Source: an optimization exercise on an open RTL-to-GDS flow (aim: small area, a short achievable clock period and few clock cycles per item). Production flows keep margins and buffers that such runs may drop.
Function was checked by simulation only, so behaviour that the tests miss may differ from the original.
Power figures rest on the tool's default switching activity, not on a simulated workload.

## the reference run
==> flow/design.v <==
module data_mem_ctrl #(
   parameter int ADDR_WIDTH = 6
) (
   input  logic        clk,
   input  logic        reset_n,
   input  logic        req_valid,
   output logic        req_ready,
   input  logic        req_we,
   input  logic [2:0]  req_funct3,
   input  logic [31:0] req_addr,
   input  logic [31:0] req_wdata,
   output logic        rsp_valid,
   input  logic        rsp_ready,
   output logic [31:0] rsp_rdata,
   output logic        rsp_err
);
   localparam int DEPTH = 1 << ADDR_WIDTH;
   logic [31:0] mem [DEPTH];
   logic                  req_fire;
   logic                  f3_legal;
   logic                  misaligned;
   logic                  out_of_range;
   logic                  acc_err;
   logic [ADDR_WIDTH-1:0] word_idx;
   logic [31:0]           wr_data;
   logic [3:0]            wr_be;
   logic                  mem_we;
   assign req_fire = req_valid && req_ready;
   assign word_idx = req_addr[ADDR_WIDTH+1:2];
   always_comb begin
      out_of_range = |req_addr[31:ADDR_WIDTH+2];
      if (req_we) begin
         f3_legal = (req_funct3 == 3'b000) || (req_funct3 == 3'b001) ||
                    (req_funct3 == 3'b010);
      end else begin
         f3_legal = (req_funct3 == 3'b000) || (req_funct3 == 3'b001) ||
                    (req_funct3 == 3'b010) || (req_funct3 == 3'b100) ||
                    (req_funct3 == 3'b101);
      end
      case (req_funct3[1:0])
         2'b01:   misaligned = req_addr[0];
         2'b10:   misaligned = |req_addr[1:0];
         default: misaligned = 1'b0;
      endcase
      acc_err = !f3_legal || misaligned || out_of_range;
   end
   always_comb begin
      case (req_funct3[1:0])
         2'b00: begin
            wr_data = {4{req_wdata[7:0]}};
            wr_be   = 4'b0001 << req_addr[1:0];
         end
         2'b01: begin
            wr_data = {2{req_wdata[15:0]}};
            wr_be   = req_addr[1] ? 4'b1100 : 4'b0011;
         end
         default: begin
            wr_data = req_wdata;
            wr_be   = 4'b1111;
         end
      endcase
      mem_we = req_we && !acc_err;
   end
   logic [3:0]       s1_lane;
   logic [31:0]      s1_wdata;
   logic [DEPTH-1:0] s1_sel;
   logic [7:0] mem_d [DEPTH][4];
   for (genvar w = 0; w < DEPTH; w++) begin : g_word
      for (genvar i = 0; i < 4; i++) begin : g_lane
         logic we, we_n;
         assign we   = s1_sel[w] && s1_lane[i];
         assign we_n = !we;
         for (genvar b = 0; b < 8; b++) begin : g_bit
            dmem_bit_next u_next (
               .we   (we),
               .we_n (we_n),
               .wd   (s1_wdata[8*i+b]),
               .q    (mem[w][8*i+b]),
               .d    (mem_d[w][i][b])
            );
         end
      end
   end
   always_ff @(posedge clk) begin
      for (int w = 0; w < DEPTH; w++) begin
         for (int i = 0; i < 4; i++) begin
            mem[w][8*i +: 8] <= mem_d[w][i];
         end
      end
   end
   logic        s1_v, s2_v, hd_v, sk_v;
   logic        s1_go, s2_go, hd_free;
   logic        s1_v_d, s2_v_d, hd_v_d, sk_v_d;
   logic        rsp_fire;
   logic             s1_ld;        
   logic             s1_err;
   logic [2:0]       s1_f3;
   logic [1:0]       s1_off;
   logic [31:0]      rd_lo, rd_hi;
   always_comb begin
      rd_lo = 32'd0;
      rd_hi = 32'd0;
      for (int w = 0; w < DEPTH/2; w++) begin
         rd_lo = rd_lo | (mem[w] & {32{s1_sel[w]}});
         rd_hi = rd_hi | (mem[w+DEPTH/2] & {32{s1_sel[w+DEPTH/2]}});
      end
   end
   logic        s2_ld;
   logic        s2_err;
   logic [2:0]  s2_f3;
   logic [1:0]  s2_off;
   logic [31:0] s2_lo, s2_hi;
   logic [31:0] s2_word;
   logic [15:0] ld_half;
   logic [31:0] ld_data;
   logic [31:0] s2_rdata;
   always_comb begin
      s2_word = s2_lo | s2_hi;
      ld_half = 16'(s2_word >> {s2_off, 3'b000});
      case (s2_f3)
         3'b000:  ld_data = {{24{ld_half[7]}}, ld_half[7:0]};
         3'b001:  ld_data = {{16{ld_half[15]}}, ld_half};
         3'b010:  ld_data = s2_word;
         3'b100:  ld_data = {24'd0, ld_half[7:0]};
         3'b101:  ld_data = {16'd0, ld_half};
         default: ld_data = 32'd0;
      endcase
      s2_rdata = s2_ld ? ld_data : 32'd0;
   end
   logic [31:0] hd_rdata, sk_rdata;
   logic        hd_err, sk_err;
   assign rsp_fire = hd_v && rsp_ready;
   assign hd_free  = !hd_v || rsp_ready;
   assign s2_go    = s2_v && (hd_free || !sk_v);
   assign s1_go    = s1_v && (!s2_v || s2_go);
   always_comb begin
      s1_v_d = req_fire || (s1_v && !s1_go);
      s2_v_d = s1_go || (s2_v && !s2_go);
      if (hd_free) begin
         hd_v_d = sk_v || s2_v;
         sk_v_d = sk_v && s2_v;
      end else begin
         hd_v_d = 1'b1;
         sk_v_d = sk_v || s2_v;
      end
   end
   always_ff @(posedge clk or negedge reset_n) begin
      if (!reset_n) begin
         s1_v      <= 1'b0;
         s1_lane   <= 4'd0;
         s2_v      <= 1'b0;
         hd_v      <= 1'b0;
         sk_v      <= 1'b0;
         req_ready <= 1'b0;
      end else begin
         s1_v      <= s1_v_d;
         if (req_fire) begin
            s1_lane <= mem_we ? wr_be : 4'd0;
         end else if (s1_go || !s1_v) begin
            s1_lane <= 4'd0;
         end
         s2_v      <= s2_v_d;
         hd_v      <= hd_v_d;
         sk_v      <= sk_v_d;
         req_ready <= !(s1_v_d && s2_v_d && hd_v_d && sk_v_d);
      end
   end
   always_ff @(posedge clk) begin
      if (req_fire) begin
         s1_ld  <= !req_we && !acc_err;
         s1_err <= acc_err;
         s1_f3  <= req_funct3;
         s1_off <= req_addr[1:0];
         s1_wdata <= wr_data;
         for (int w = 0; w < DEPTH; w++) begin
            s1_sel[w] <= (word_idx == ADDR_WIDTH'(w));
         end
      end
      if (s1_go) begin
         s2_ld   <= s1_ld;
         s2_err  <= s1_err;
         s2_f3   <= s1_f3;
         s2_off  <= s1_off;
         s2_lo   <= rd_lo;
         s2_hi   <= rd_hi;
      end
      hd_rdata <= ({32{hd_free &&  sk_v}} & sk_rdata) |
                  ({32{hd_free && !sk_v}} & s2_rdata) |
                  ({32{!hd_free}}         & hd_rdata);
      hd_err   <= (hd_free &&  sk_v && sk_err) ||
                  (hd_free && !sk_v && s2_err) ||
                  (!hd_free && hd_err);
      if (hd_free ? sk_v : !sk_v) begin
         sk_rdata <= s2_rdata;
         sk_err   <= s2_err;
      end
   end
   assign rsp_valid = hd_v;
   assign rsp_rdata = hd_rdata;
   assign rsp_err   = hd_err;
endmodule
module dmem_bit_next (
   input  logic we,
   input  logic we_n,
   input  logic wd,
   input  logic q,
   output logic d
);
   assign d = (we & wd) | (we_n & q);
endmodule
make LEC_CHECK=0 CAP_MARGIN=20 CORE_MARGIN=2 CORE_UTILIZATION=65 CTS_CLUSTER_DIAMETER=80 CTS_CLUSTER_SIZE=25 SETUP_SLACK_MARGIN=2.8 SLEW_MARGIN=20 SYNTH_HIERARCHICAL=1 SYNTH_MINIMUM_KEEP_SIZE=0 finish   # period 5.0 ns
run.sh (not shown) runs the stock make flow with config.mk's settings and CLKGATE_MAP_FILE= SYNTH_SCRIPT=/design/flow/synth_recipe.tcl, a recipe that flattens the netlist after the stock synthesis.
The flow did not stop early for the reference run: all stages ran, and the layout cleared the timing, DRC and antenna checks.
Testbench counts of the reference run, summed over its fixed seeds: cycles 12,024, items 12,000.
The following lists how the trial run was set up differently from the reference run:
--- a/flow/design.v
+++ b/flow/design.v
@@ -93,21 +93,29 @@
    logic        s1_v_d, s2_v_d, hd_v_d, sk_v_d;
    logic        rsp_fire;
    logic             s1_ld;        
    logic             s1_err;
    logic [2:0]       s1_f3;
    logic [1:0]       s1_off;
+   localparam int EIGHTH = DEPTH / 8;
+   logic [31:0]      rd_part [8];
+   logic [31:0]      rd_pair_n [4];
    logic [31:0]      rd_lo, rd_hi;
    always_comb begin
-      rd_lo = 32'd0;
-      rd_hi = 32'd0;
-      for (int w = 0; w < DEPTH/2; w++) begin
-         rd_lo = rd_lo | (mem[w] & {32{s1_sel[w]}});
-         rd_hi = rd_hi | (mem[w+DEPTH/2] & {32{s1_sel[w+DEPTH/2]}});
-      end
-   end
+      for (int k = 0; k < 8; k++) begin
+         rd_part[k] = 32'd0;
+         for (int w = 0; w < EIGHTH; w++) begin
+            rd_part[k] = rd_part[k] | (mem[k*EIGHTH+w] & {32{s1_sel[k*EIGHTH+w]}});
+         end
+      end
+   end
+   for (genvar k = 0; k < 4; k++) begin : g_pair
+      dmem_nor2 u_nor (.a(rd_part[2*k]), .b(rd_part[2*k+1]), .y(rd_pair_n[k]));
+   end
+   dmem_nand2 u_lo (.a(rd_pair_n[0]), .b(rd_pair_n[1]), .y(rd_lo));
+   dmem_nand2 u_hi (.a(rd_pair_n[2]), .b(rd_pair_n[3]), .y(rd_hi));
    logic        s2_ld;
    logic        s2_err;
    logic [2:0]  s2_f3;
    logic [1:0]  s2_off;
    logic [31:0] s2_lo, s2_hi;
    logic [31:0] s2_word;
@@ -205,6 +213,20 @@
    input  logic wd,
    input  logic q,
    output logic d
 );
    assign d = (we & wd) | (we_n & q);
 endmodule
+module dmem_nor2 (
+   input  logic [31:0] a,
+   input  logic [31:0] b,
+   output logic [31:0] y
+);
+   assign y = ~(a | b);
+endmodule
+module dmem_nand2 (
+   input  logic [31:0] a,
+   input  logic [31:0] b,
+   output logic [31:0] y
+);
+   assign y = ~(a & b);
+endmodule
Notes after the runs:
- Summary of the trial run over the reference run: post-CTS setup repair buffer count increased 20; area occupied by multi-input gates moved down.
- As far as hold violation total from the final report goes, the reference run and the trial run are indistinguishable; the numbers are identical.
- In terms of worst setup slack after layout, the trial run and the reference run differ only marginally.
- Net switching fraction of the power delta (the reference run -> the trial run): insignificant
- Comparing the two runs side by side, the trial run comes out behind the reference run on final total power.
- The reference run reports its type of the worst setup path as register to register while the trial run reports register to primary output.
Testbench counts of the trial run, summed over its fixed seeds: cycles 12,024, items 12,000.

========
## job 182
Starts from the design.v that is shown in full above.
clock: 5.0 ns
lec_check: 0
cap_margin: 20
core_margin: 2
core_utilization: 55
cts_cluster_diameter: 80
cts_cluster_size: 25
setup_slack_margin: 2.8
slew_margin: 20
synth_hierarchical: 1
synth_minimum_keep_size: 0
Testbench counts of job 182, summed over its fixed seeds: cycles 12,024, items 12,000.
The inputs of job 7415 differ from those of job 182 as listed below.
diff --git a/flow/design.v b/flow/design.v
--- a/flow/design.v
+++ b/flow/design.v
@@ -94,19 +94,27 @@
    logic        rsp_fire;
    logic             s1_ld;        
    logic             s1_err;
    logic [2:0]       s1_f3;
    logic [1:0]       s1_off;
+   localparam int EIGHTH = DEPTH / 8;
+   logic [31:0]      rd_part [8];
+   logic [31:0]      rd_pair_n [4];
    logic [31:0]      rd_lo, rd_hi;
    always_comb begin
-      rd_lo = 32'd0;
-      rd_hi = 32'd0;
-      for (int w = 0; w < DEPTH/2; w++) begin
-         rd_lo = rd_lo | (mem[w] & {32{s1_sel[w]}});
-         rd_hi = rd_hi | (mem[w+DEPTH/2] & {32{s1_sel[w+DEPTH/2]}});
-      end
-   end
+      for (int k = 0; k < 8; k++) begin
+         rd_part[k] = 32'd0;
+         for (int w = 0; w < EIGHTH; w++) begin
+            rd_part[k] = rd_part[k] | (mem[k*EIGHTH+w] & {32{s1_sel[k*EIGHTH+w]}});
+         end
+      end
+   end
+   for (genvar k = 0; k < 4; k++) begin : g_pair
+      dmem_nor2 u_nor (.a(rd_part[2*k]), .b(rd_part[2*k+1]), .y(rd_pair_n[k]));
+   end
+   dmem_nand2 u_lo (.a(rd_pair_n[0]), .b(rd_pair_n[1]), .y(rd_lo));
+   dmem_nand2 u_hi (.a(rd_pair_n[2]), .b(rd_pair_n[3]), .y(rd_hi));
    logic        s2_ld;
    logic        s2_err;
    logic [2:0]  s2_f3;
    logic [1:0]  s2_off;
    logic [31:0] s2_lo, s2_hi;
@@ -206,5 +214,19 @@
    input  logic q,
    output logic d
 );
    assign d = (we & wd) | (we_n & q);
 endmodule
+module dmem_nor2 (
+   input  logic [31:0] a,
+   input  logic [31:0] b,
+   output logic [31:0] y
+);
+   assign y = ~(a | b);
+endmodule
+module dmem_nand2 (
+   input  logic [31:0] a,
+   input  logic [31:0] b,
+   output logic [31:0] y
+);
+   assign y = ~(a & b);
+endmodule
Notes after the runs:
Power: job 182 and job 7415 compared, higher one is job 182
Synthesized area per cell of job 7415 falls short of that of job 182 slightly.
Relative to job 182, the sequential share of layout area of job 7415 is higher by 0.45 points.
When the final numbers for job 182 and job 7415 were put side by side, the non-clock buffer total of the final layout turned out to be smaller in job 182.
Summary of job 7415 over job 182: number of clock buffers in the layout fell 9; highest clock frequency the design can meet went up; share of the final layout cell area in multi-input gates lower.
Compared with job 182, in job 7415 post-synthesis instance area now sits higher, cell count after synthesis now sits higher.
On number of antenna repair diodes: between job 182 and job 7415, it ends up lower for job 7415.
Testbench counts of job 7415, summed over its fixed seeds: cycles 12,024, items 12,000.

afterwards: timing with drivers on the ports:
The results above use ideal ports. As a check the final layouts listed here were re-extracted and re-timed, cells and wires unchanged.
Step 1, drivers: a clkbuf_16 drives clk and a buf_2 each remaining input, both assumed.
Step 2, shift: input delay + t, output delay - t, t = (earliest + latest rising clock arrival at the registers) / 2. This alone moves slack from input paths to output paths.
Slacks: ideal ports / drivers / drivers and shift; pairs: ideal ports / drivers.
run | shift t [ns] | setup slack, ns | worst register clock-pin slew, ns | worst slew at a driven data input, ns
the reference run | 0.831 | 2.650 / 2.594 / 2.090 | 0.10 / 0.10 | 0.25
the trial run | 0.839 | 2.651 / 2.562 / 2.088 | 0.10 / 0.10 | 0.24
job 182 | 0.861 | 2.627 / 2.534 / 2.039 | 0.11 / 0.11 | 0.21
job 7415 | 0.847 | 2.650 / 2.565 / 2.074 | 0.11 / 0.11 | 0.12
After both steps setup and hold are still met in every run listed. The setup slack of job 182, which loses most, moves by -0.093 ns with the drivers and by -0.588 ns with both steps.
